Source: an optimization exercise on an open RTL-to-GDS flow (aim: a short achievable clock period and few clock cycles per item). Production flows keep margins and buffers that such runs may drop.
Only simulation tests tie the RTL to the original design; equivalence was not proved.
Power is estimated from default activity; no workload was simulated.

==> v1: inputs <==
## aap_exec_top
module aap_exec_top (
   input  logic             clk,
   input  logic             rst,
   input  aap_pkg::instr_t  instr,
   input  logic             instr_valid,
   output logic             instr_ready,
   output logic             exec_done,
   output aap_pkg::pc_t     pc,
   output logic             carry,
   output logic             wb_we,
   output aap_pkg::regnum_t wb_regnum,
   output aap_pkg::data_t   wb_data
);
   assign instr_ready = 1'b1;
   localparam int NDST = 7;
   localparam int NSRC = 5;
   logic        rst_q;
   logic        p_v;
   logic [15:0] p_w;
   always_ff @(posedge clk) begin
      rst_q <= rst;
      p_v   <= ~rst & instr_valid;
      p_w   <= instr;
   end
   logic [15:0] regs [8];
   logic [23:0] pc_q;
   logic        carry_q;
   logic        d_v;
   logic [8:0]  d_rsa, d_rsd;
   logic [9:0]  d_rsb;
   logic        d_we;
   logic [2:0]  d_wnum;
   logic [3:0]  d_unit;      
   logic        d_bimm;
   logic [5:0]  d_imm;
   logic [NSRC-1:0] d_sel [NDST];
   logic        d_l_and, d_l_or, d_l_xor, d_l_a, d_l_b, d_l_link;
   logic        d_h_lsl, d_h_lsr, d_h_asr;
   logic        d_abs;
   logic        d_c_al, d_c_eq, d_c_ne, d_c_cmp, d_cmp_cin, d_cmp_sgn;
   logic [23:0] d_off;
   logic        e_v;
   logic        e_we;
   logic [2:0]  e_wnum;
   logic [3:0]  e_unit;
   logic [3:0]  e_wunit;
   logic [15:0] e_op [NDST];
   logic        e_l_and, e_l_or, e_l_xor, e_l_a, e_l_b, e_l_link;
   logic        e_h_lsl, e_h_lsr, e_h_asr;
   logic        e_abs;
   logic        e_c_al, e_c_eq, e_c_ne, e_c_cmp, e_cmp_cin, e_cmp_sgn;
   logic [23:0] e_off;
   logic        w_v;
   logic [2:0]  w_wnum;
   logic [15:0] w_res;
   logic [15:0] u_res [4];
   logic       q_alu, q_flow;
   logic [3:0] q_op;
   logic [2:0] q_rd, q_ra, q_rb;
   logic       q_we;
   logic [2:0] q_wnum;
   logic       q_bimm;
   logic [3:0] q_unit;
   logic [NDST-1:0] q_use;
   assign q_alu  = ~p_w[15] & (p_w[14:13] == 2'd0);
   assign q_flow = ~p_w[15] & (p_w[14:13] == 2'd2);
   assign q_op   = p_w[12:9];
   assign q_rd   = p_w[8:6];
   assign q_ra   = p_w[5:3];
  ...
Settings: LEC_CHECK=0, ABC_CLOCK_PERIOD_IN_PS=2000, CAP_MARGIN=20, CORE_MARGIN=2, CORE_UTILIZATION=40, SETUP_SLACK_MARGIN=5, SLEW_MARGIN=20, SYNTH_HIERARCHICAL=1; clock period 7.5 ns.
run.sh (not shown) runs the stock make flow with config.mk's settings and CLKGATE_MAP_FILE= SYNTH_SCRIPT=/design/flow/synth_recipe.tcl, a recipe that flattens the netlist after the stock synthesis.
==> v34 (differences from v1) <==
--- a/flow/design.v
+++ b/flow/design.v
@@ -517,67 +517,66 @@
       .r     (r8[15:0]),
       .kl    (e_h_lsl),
       .kr    (e_h_lsr | e_h_asr),
       .k16   (e_h_asr & carry_q),
       .big16 (big16),
       .big17 (big17),
       .y     (u_res[2])
    );
-   logic [23:0] pc_inc, pc_f, pc_next;
-   logic [9:0]  lo_inc;
+   logic [23:0] pc_inc, pc_t, pc_f, pc_next;
+   logic [9:0]  lo_rel, lo_inc;
    logic [14:0] hi_p1, hi_m1, hi_inc;
-   logic [15:0] lo_g, lo_p;
+   logic [15:0] lo_g, lo_p, lo_s;
+   logic [16:0] lo_cy;
    ks_gen  #(.SUB(0)) u_lo_g (.a({7'd0, pc_q[8:0]}), .b({7'd0, e_off[8:0]}), .g(lo_g));
    ks_prop #(.SUB(0)) u_lo_p (.a({7'd0, pc_q[8:0]}), .b({7'd0, e_off[8:0]}), .p(lo_p));
-   logic [16:0] li_cy;
-   ks_tree u_li_c (.g(16'd0), .p({7'd0, pc_q[8:0]}), .cin(1'b1), .c(li_cy));
-   assign lo_inc = {li_cy[9], pc_q[8:0] ^ li_cy[8:0]};
+   ks_tree u_lo_c (.g(lo_g), .p(lo_p), .cin(1'b0), .c(lo_cy));
+   ks_sum  u_lo_s (.p(lo_p), .c(lo_cy[15:0]), .s(lo_s));
+   assign lo_rel = {lo_cy[9], lo_s[8:0]};
+   assign lo_inc = {1'b0, pc_q[8:0]} + 10'd1;
    logic [16:0] hp1_cy, hm1_cy;
    ks_tree u_hp1_c (.g(16'd0), .p({1'b0, pc_q[23:9]}),  .cin(1'b1), .c(hp1_cy));
    ks_tree u_hm1_c (.g(16'd0), .p({1'b0, ~pc_q[23:9]}), .cin(1'b1), .c(hm1_cy));
    assign hi_p1 = pc_q[23:9] ^ hp1_cy[14:0];
    assign hi_m1 = pc_q[23:9] ^ hm1_cy[14:0];
+   logic [14:0] hi_t;
+   pc_tsel u_pc_tsel (
+      .hi   (pc_q[23:9]),
+      .hp1  (hi_p1),
+      .hm1  (hi_m1),
+      .td   (td[15:9]),
+      .c9   (lo_rel[9]),
+      .sign (e_off[23]),
+      .abs  (e_abs),
+      .y    (hi_t)
+   );
    assign hi_inc = lo_inc[9] ? hi_p1 : pc_q[23:9];
    assign pc_inc = {hi_inc, lo_inc[8:0]};
-   assign pc_f   = e_abs ? {pc_q[23:16], pc_inc[15:0]} : pc_inc;
-   logic [23:0] pc_t1, pc_t0;
-   logic [14:0] hi_r1, hi_r0;
-   assign hi_r1 = e_off[23] ? pc_q[23:9] : hi_p1;
-   assign hi_r0 = e_off[23] ? hi_m1 : pc_q[23:9];
-   assign pc_t1 = e_abs ? {pc_q[23:16], td} : {hi_r1, ~lo_p[8:0]};
-   assign pc_t0 = e_abs ? {pc_q[23:16], td} : {hi_r0, lo_p[8:0]};
+   assign pc_t    = {hi_t, e_abs ? td[8:0] : lo_rel[8:0]};
+   assign pc_f    = e_abs ? {pc_q[23:16], pc_inc[15:0]} : pc_inc;
    logic use_eq, tk1, tk0;
    assign use_eq = e_c_eq | e_c_ne;
    assign tk1 = e_c_al | (use_eq ? e_c_eq : (e_c_cmp & flip));
    assign tk0 = e_c_al | (use_eq ? e_c_ne : (e_c_cmp & ~flip));
    for (genvar j = 0; j < 4; j++) begin : g_pc
-      logic        eq_j, late_j;
-      logic [16:0] lo_cy_j;
-      logic [23:0] cs;
-      logic [5:0]  a1, a0, b1, b0, m1, m0;
-      ks_tree u_lo_c (.g(lo_g), .p(lo_p), .cin(1'b0), .c(lo_cy_j));
-      assign cs = {{15{lo_cy_j[9]}}, lo_cy_j[8:0]};
+      logic       eq_j, late_j;
+      logic [5:0] y1, y0;
       eq16 u_eq (.p(sub_p), .eq(eq_j));
       mux1 u_late (.s(use_eq), .d1(eq_j), .d0(j < 2 ? cmp_cy[16] : cmp_cy2[16]), .y(late_j));
-      pc_cand4 u_pc_cand (
-         .rst  (rst_q),
-         .tk1  (tk1),
-         .tk0  (tk0),
-         .t1   (pc_t1[6*j +: 6]),
-         .t0   (pc_t0[6*j +: 6]),
-         .f    (pc_f[6*j +: 6]),
-         .a1   (a1),
-         .a0   (a0),
-         .b1   (b1),
-         .b0   (b0)
+      pc_pre u_pc_pre (
+         .rst    (rst_q),
+         .taken0 (tk0),
+         .taken1 (tk1),
+         .t      (pc_t[6*j +: 6]),
+         .f      (pc_f[6*j +: 6]),
+         .y0     (y0),
+         .y1     (y1)
       );
-      muxv6 u_m1 (.s(cs[6*j +: 6]), .d1(a1), .d0(a0), .y(m1));
-      muxv6 u_m0 (.s(cs[6*j +: 6]), .d1(b1), .d0(b0), .y(m0));
-      mux6  u_my (.s(late_j), .d1(m1), .d0(m0), .y(pc_next[6*j +: 6]));
+      mux6 u_my (.s(late_j), .d1(y1), .d0(y0), .y(pc_next[6*j +: 6]));
    end
    assign u_res[3] = ({16{e_l_and}}  & (a1 & b1)) |
                      ({16{e_l_or}}   & (a1 | b1)) |
                      ({16{e_l_xor}}  & (a1 ^ b1)) |
                      ({16{e_l_a}}    & a1) |
                      ({16{e_l_b}}    & b1) |
                      ({16{e_l_link}} & pc_inc[15:0]);
    logic carry_next;
@@ -743,16 +742,30 @@
 module g_nand3 (
    input  logic [15:0] a,
    input  logic [15:0] b,
    input  logic [15:0] c,
    output logic [15:0] y
 );
    assign y = ~(a & b & c);
 endmodule
+module pc_tsel (
+   input  logic [14:0] hi,
+   input  logic [14:0] hp1,
+   input  logic [14:0] hm1,
+   input  logic [6:0]  td,
+   input  logic        c9,
+   input  logic        sign,
+   input  logic        abs,
+   output logic [14:0] y
+);
+   logic [14:0] rel;
+   assign rel = sign ? (c9 ? hi : hm1) : (c9 ? hp1 : hi);
+   assign y   = abs ? {hi[14:7], td} : rel;
+endmodule
 module shamt_big (
    input  logic [15:0] b,
    output logic        big16,
    output logic        big17
 );
    logic hi5;
    assign hi5   = |b[15:5];
    assign big16 = hi5 | b[4];
@@ -813,16 +826,28 @@
               {15'd0, k16 & b16};
 endmodule
 module eq16 (
    input  logic [15:0] p,
    output logic        eq
 );
    assign eq = &p;
 endmodule
+module pc_pre (
+   input  logic       rst,
+   input  logic       taken0,
+   input  logic       taken1,
+   input  logic [5:0] t,
+   input  logic [5:0] f,
+   output logic [5:0] y0,
+   output logic [5:0] y1
+);
+   assign y0 = rst ? 6'd0 : taken0 ? t : f;
+   assign y1 = rst ? 6'd0 : taken1 ? t : f;
+endmodule
 module mux1 (
    input  logic s,
    input  logic d1,
    input  logic d0,
    output logic y
 );
    assign y = s ? d1 : d0;
 endmodule
@@ -840,33 +865,8 @@
    input  logic us,
    input  logic ca,
    input  logic cs,
    input  logic cq,
    output logic y
 );
    assign y = ~rst & (ua ? ca : us ? cs : cq);
 endmodule
-module pc_cand4 (
-   input  logic       rst,
-   input  logic       tk1,
-   input  logic       tk0,
-   input  logic [5:0] t1,
-   input  logic [5:0] t0,
-   input  logic [5:0] f,
-   output logic [5:0] a1,
-   output logic [5:0] a0,
-   output logic [5:0] b1,
-   output logic [5:0] b0
-);
-   assign a1 = rst ? 6'd0 : tk1 ? t1 : f;
-   assign a0 = rst ? 6'd0 : tk1 ? t0 : f;
-   assign b1 = rst ? 6'd0 : tk0 ? t1 : f;
-   assign b0 = rst ? 6'd0 : tk0 ? t0 : f;
-endmodule
-module muxv6 (
-   input  logic [5:0] s,
-   input  logic [5:0] d1,
-   input  logic [5:0] d0,
-   output logic [5:0] y
-);
-   assign y = (s & d1) | (~s & d0);
-endmodule
Settings changed: CORE_UTILIZATION 40 to 55.
==> v2 (differences from v1) <==
--- a/flow/design.v
+++ b/flow/design.v
@@ -517,67 +517,66 @@
       .r     (r8[15:0]),
       .kl    (e_h_lsl),
       .kr    (e_h_lsr | e_h_asr),
       .k16   (e_h_asr & carry_q),
       .big16 (big16),
       .big17 (big17),
       .y     (u_res[2])
    );
-   logic [23:0] pc_inc, pc_f, pc_next;
-   logic [9:0]  lo_inc;
+   logic [23:0] pc_inc, pc_t, pc_f, pc_next;
+   logic [9:0]  lo_rel, lo_inc;
    logic [14:0] hi_p1, hi_m1, hi_inc;
-   logic [15:0] lo_g, lo_p;
+   logic [15:0] lo_g, lo_p, lo_s;
+   logic [16:0] lo_cy;
    ks_gen  #(.SUB(0)) u_lo_g (.a({7'd0, pc_q[8:0]}), .b({7'd0, e_off[8:0]}), .g(lo_g));
    ks_prop #(.SUB(0)) u_lo_p (.a({7'd0, pc_q[8:0]}), .b({7'd0, e_off[8:0]}), .p(lo_p));
-   logic [16:0] li_cy;
-   ks_tree u_li_c (.g(16'd0), .p({7'd0, pc_q[8:0]}), .cin(1'b1), .c(li_cy));
-   assign lo_inc = {li_cy[9], pc_q[8:0] ^ li_cy[8:0]};
+   ks_tree u_lo_c (.g(lo_g), .p(lo_p), .cin(1'b0), .c(lo_cy));
+   ks_sum  u_lo_s (.p(lo_p), .c(lo_cy[15:0]), .s(lo_s));
+   assign lo_rel = {lo_cy[9], lo_s[8:0]};
+   assign lo_inc = {1'b0, pc_q[8:0]} + 10'd1;
    logic [16:0] hp1_cy, hm1_cy;
    ks_tree u_hp1_c (.g(16'd0), .p({1'b0, pc_q[23:9]}),  .cin(1'b1), .c(hp1_cy));
    ks_tree u_hm1_c (.g(16'd0), .p({1'b0, ~pc_q[23:9]}), .cin(1'b1), .c(hm1_cy));
    assign hi_p1 = pc_q[23:9] ^ hp1_cy[14:0];
    assign hi_m1 = pc_q[23:9] ^ hm1_cy[14:0];
+   logic [14:0] hi_t;
+   pc_tsel u_pc_tsel (
+      .hi   (pc_q[23:9]),
+      .hp1  (hi_p1),
+      .hm1  (hi_m1),
+      .td   (td[15:9]),
+      .c9   (lo_rel[9]),
+      .sign (e_off[23]),
+      .abs  (e_abs),
+      .y    (hi_t)
+   );
    assign hi_inc = lo_inc[9] ? hi_p1 : pc_q[23:9];
    assign pc_inc = {hi_inc, lo_inc[8:0]};
-   assign pc_f   = e_abs ? {pc_q[23:16], pc_inc[15:0]} : pc_inc;
-   logic [23:0] pc_t1, pc_t0;
-   logic [14:0] hi_r1, hi_r0;
-   assign hi_r1 = e_off[23] ? pc_q[23:9] : hi_p1;
-   assign hi_r0 = e_off[23] ? hi_m1 : pc_q[23:9];
-   assign pc_t1 = e_abs ? {pc_q[23:16], td} : {hi_r1, ~lo_p[8:0]};
-   assign pc_t0 = e_abs ? {pc_q[23:16], td} : {hi_r0, lo_p[8:0]};
+   assign pc_t    = {hi_t, e_abs ? td[8:0] : lo_rel[8:0]};
+   assign pc_f    = e_abs ? {pc_q[23:16], pc_inc[15:0]} : pc_inc;
    logic use_eq, tk1, tk0;
    assign use_eq = e_c_eq | e_c_ne;
    assign tk1 = e_c_al | (use_eq ? e_c_eq : (e_c_cmp & flip));
    assign tk0 = e_c_al | (use_eq ? e_c_ne : (e_c_cmp & ~flip));
    for (genvar j = 0; j < 4; j++) begin : g_pc
-      logic        eq_j, late_j;
-      logic [16:0] lo_cy_j;
-      logic [23:0] cs;
-      logic [5:0]  a1, a0, b1, b0, m1, m0;
-      ks_tree u_lo_c (.g(lo_g), .p(lo_p), .cin(1'b0), .c(lo_cy_j));
-      assign cs = {{15{lo_cy_j[9]}}, lo_cy_j[8:0]};
+      logic       eq_j, late_j;
+      logic [5:0] y1, y0;
       eq16 u_eq (.p(sub_p), .eq(eq_j));
       mux1 u_late (.s(use_eq), .d1(eq_j), .d0(j < 2 ? cmp_cy[16] : cmp_cy2[16]), .y(late_j));
-      pc_cand4 u_pc_cand (
-         .rst  (rst_q),
-         .tk1  (tk1),
-         .tk0  (tk0),
-         .t1   (pc_t1[6*j +: 6]),
-         .t0   (pc_t0[6*j +: 6]),
-         .f    (pc_f[6*j +: 6]),
-         .a1   (a1),
-         .a0   (a0),
-         .b1   (b1),
-         .b0   (b0)
+      pc_pre u_pc_pre (
+         .rst    (rst_q),
+         .taken0 (tk0),
+         .taken1 (tk1),
+         .t      (pc_t[6*j +: 6]),
+         .f      (pc_f[6*j +: 6]),
+         .y0     (y0),
+         .y1     (y1)
       );
-      muxv6 u_m1 (.s(cs[6*j +: 6]), .d1(a1), .d0(a0), .y(m1));
-      muxv6 u_m0 (.s(cs[6*j +: 6]), .d1(b1), .d0(b0), .y(m0));
-      mux6  u_my (.s(late_j), .d1(m1), .d0(m0), .y(pc_next[6*j +: 6]));
+      mux6 u_my (.s(late_j), .d1(y1), .d0(y0), .y(pc_next[6*j +: 6]));
    end
    assign u_res[3] = ({16{e_l_and}}  & (a1 & b1)) |
                      ({16{e_l_or}}   & (a1 | b1)) |
                      ({16{e_l_xor}}  & (a1 ^ b1)) |
                      ({16{e_l_a}}    & a1) |
                      ({16{e_l_b}}    & b1) |
                      ({16{e_l_link}} & pc_inc[15:0]);
    logic carry_next;
@@ -743,16 +742,30 @@
 module g_nand3 (
    input  logic [15:0] a,
    input  logic [15:0] b,
    input  logic [15:0] c,
    output logic [15:0] y
 );
    assign y = ~(a & b & c);
 endmodule
+module pc_tsel (
+   input  logic [14:0] hi,
+   input  logic [14:0] hp1,
+   input  logic [14:0] hm1,
+   input  logic [6:0]  td,
+   input  logic        c9,
+   input  logic        sign,
+   input  logic        abs,
+   output logic [14:0] y
+);
+   logic [14:0] rel;
+   assign rel = sign ? (c9 ? hi : hm1) : (c9 ? hp1 : hi);
+   assign y   = abs ? {hi[14:7], td} : rel;
+endmodule
 module shamt_big (
    input  logic [15:0] b,
    output logic        big16,
    output logic        big17
 );
    logic hi5;
    assign hi5   = |b[15:5];
    assign big16 = hi5 | b[4];
@@ -813,16 +826,28 @@
               {15'd0, k16 & b16};
 endmodule
 module eq16 (
    input  logic [15:0] p,
    output logic        eq
 );
    assign eq = &p;
 endmodule
+module pc_pre (
+   input  logic       rst,
+   input  logic       taken0,
+   input  logic       taken1,
+   input  logic [5:0] t,
+   input  logic [5:0] f,
+   output logic [5:0] y0,
+   output logic [5:0] y1
+);
+   assign y0 = rst ? 6'd0 : taken0 ? t : f;
+   assign y1 = rst ? 6'd0 : taken1 ? t : f;
+endmodule
 module mux1 (
    input  logic s,
    input  logic d1,
    input  logic d0,
    output logic y
 );
    assign y = s ? d1 : d0;
 endmodule
@@ -840,33 +865,8 @@
    input  logic us,
    input  logic ca,
    input  logic cs,
    input  logic cq,
    output logic y
 );
    assign y = ~rst & (ua ? ca : us ? cs : cq);
 endmodule
-module pc_cand4 (
-   input  logic       rst,
-   input  logic       tk1,
-   input  logic       tk0,
-   input  logic [5:0] t1,
-   input  logic [5:0] t0,
-   input  logic [5:0] f,
-   output logic [5:0] a1,
-   output logic [5:0] a0,
-   output logic [5:0] b1,
-   output logic [5:0] b0
-);
-   assign a1 = rst ? 6'd0 : tk1 ? t1 : f;
-   assign a0 = rst ? 6'd0 : tk1 ? t0 : f;
-   assign b1 = rst ? 6'd0 : tk0 ? t1 : f;
-   assign b0 = rst ? 6'd0 : tk0 ? t0 : f;
-endmodule
-module muxv6 (
-   input  logic [5:0] s,
-   input  logic [5:0] d1,
-   input  logic [5:0] d0,
-   output logic [5:0] y
-);
-   assign y = (s & d1) | (~s & d0);
-endmodule
Settings changed: CORE_UTILIZATION 40 to 70.
==> notes.md <==
Global routing consumed, on the met2 layer, 74.72% of the routing resources. For the sequential group, total power comes out at 2.79 mW. The run finished with no timing, DRC or antenna violations. The slack of the critical path is 4.881 ns, and the mean instance size in the synthesized netlist is 8.756 um2. Derived from the worst setup path, the maximum achievable clock frequency is 381.8 MHz.

The reg-to-reg setup timing slack is 4.89 ns. The area enclosed by the die boundary came out at 51630 um2.
[end of results for v2]
==> notes.md <==
Dividing the synthesized area by the synthesized cell count gives 8.556 um2. The flow ran to the end and the layout has no timing, DRC or antenna violations. Start-to-end type of the worst setup path: register to output pin. Once routing completed, OpenROAD measured the worst setup slack at 4.875 ns. In this run the register-to-register setup slack is 5.03 ns.

The detailed-route wire length per cell is 24.84 um, and the highest achievable clock rate is 381.0 MHz. Dividing total power by cell area gives a power density of 169.8 nW/um2.
[end of results for v1]
==> notes.md <==
For flop-to-flop paths, the worst setup slack is 4.95 ns. Global routing consumed, on the met2 layer, 61.05% of the routing resources. For the highest achievable clock rate, the log shows 383.3 MHz. The flow ran to the end and the layout has no timing, DRC or antenna violations. The area enclosed by the die boundary came out at 65450 um2.
[end of results for v34]
Testbench counts of v1, summed over its fixed seeds: cycles 24,040, items 24,000.
Testbench counts of v34, summed over its fixed seeds: cycles 24,040, items 24,000.
Testbench counts of v2, summed over its fixed seeds: cycles 24,040, items 24,000.

[port drivers added, routing unchanged]
No port has a modelled driver above. Below, the same layouts with a new extraction and two added sets of constraints. Step 1: set_driving_cell puts a clkbuf_16 on clk and a buf_2 on each other input, an assumption about the parent block. Step 2 also shifts input and output timing later by t, the mid clock arrival at the registers, as if the neighbouring blocks saw the same clock. a / b / c = ideal / step 1 / step 2; a / b = the first two.
run | t (ns) | setup slack, ns | worst setup path at the end
v1 | 0.730 | 4.875 / 4.804 / 5.029 | register to register
v34 | 0.698 | 4.891 / 4.826 / 4.949 | register to register
v2 | 0.710 | 4.881 / 4.813 / 4.893 | register to register
After both steps every run listed still meets setup and hold.
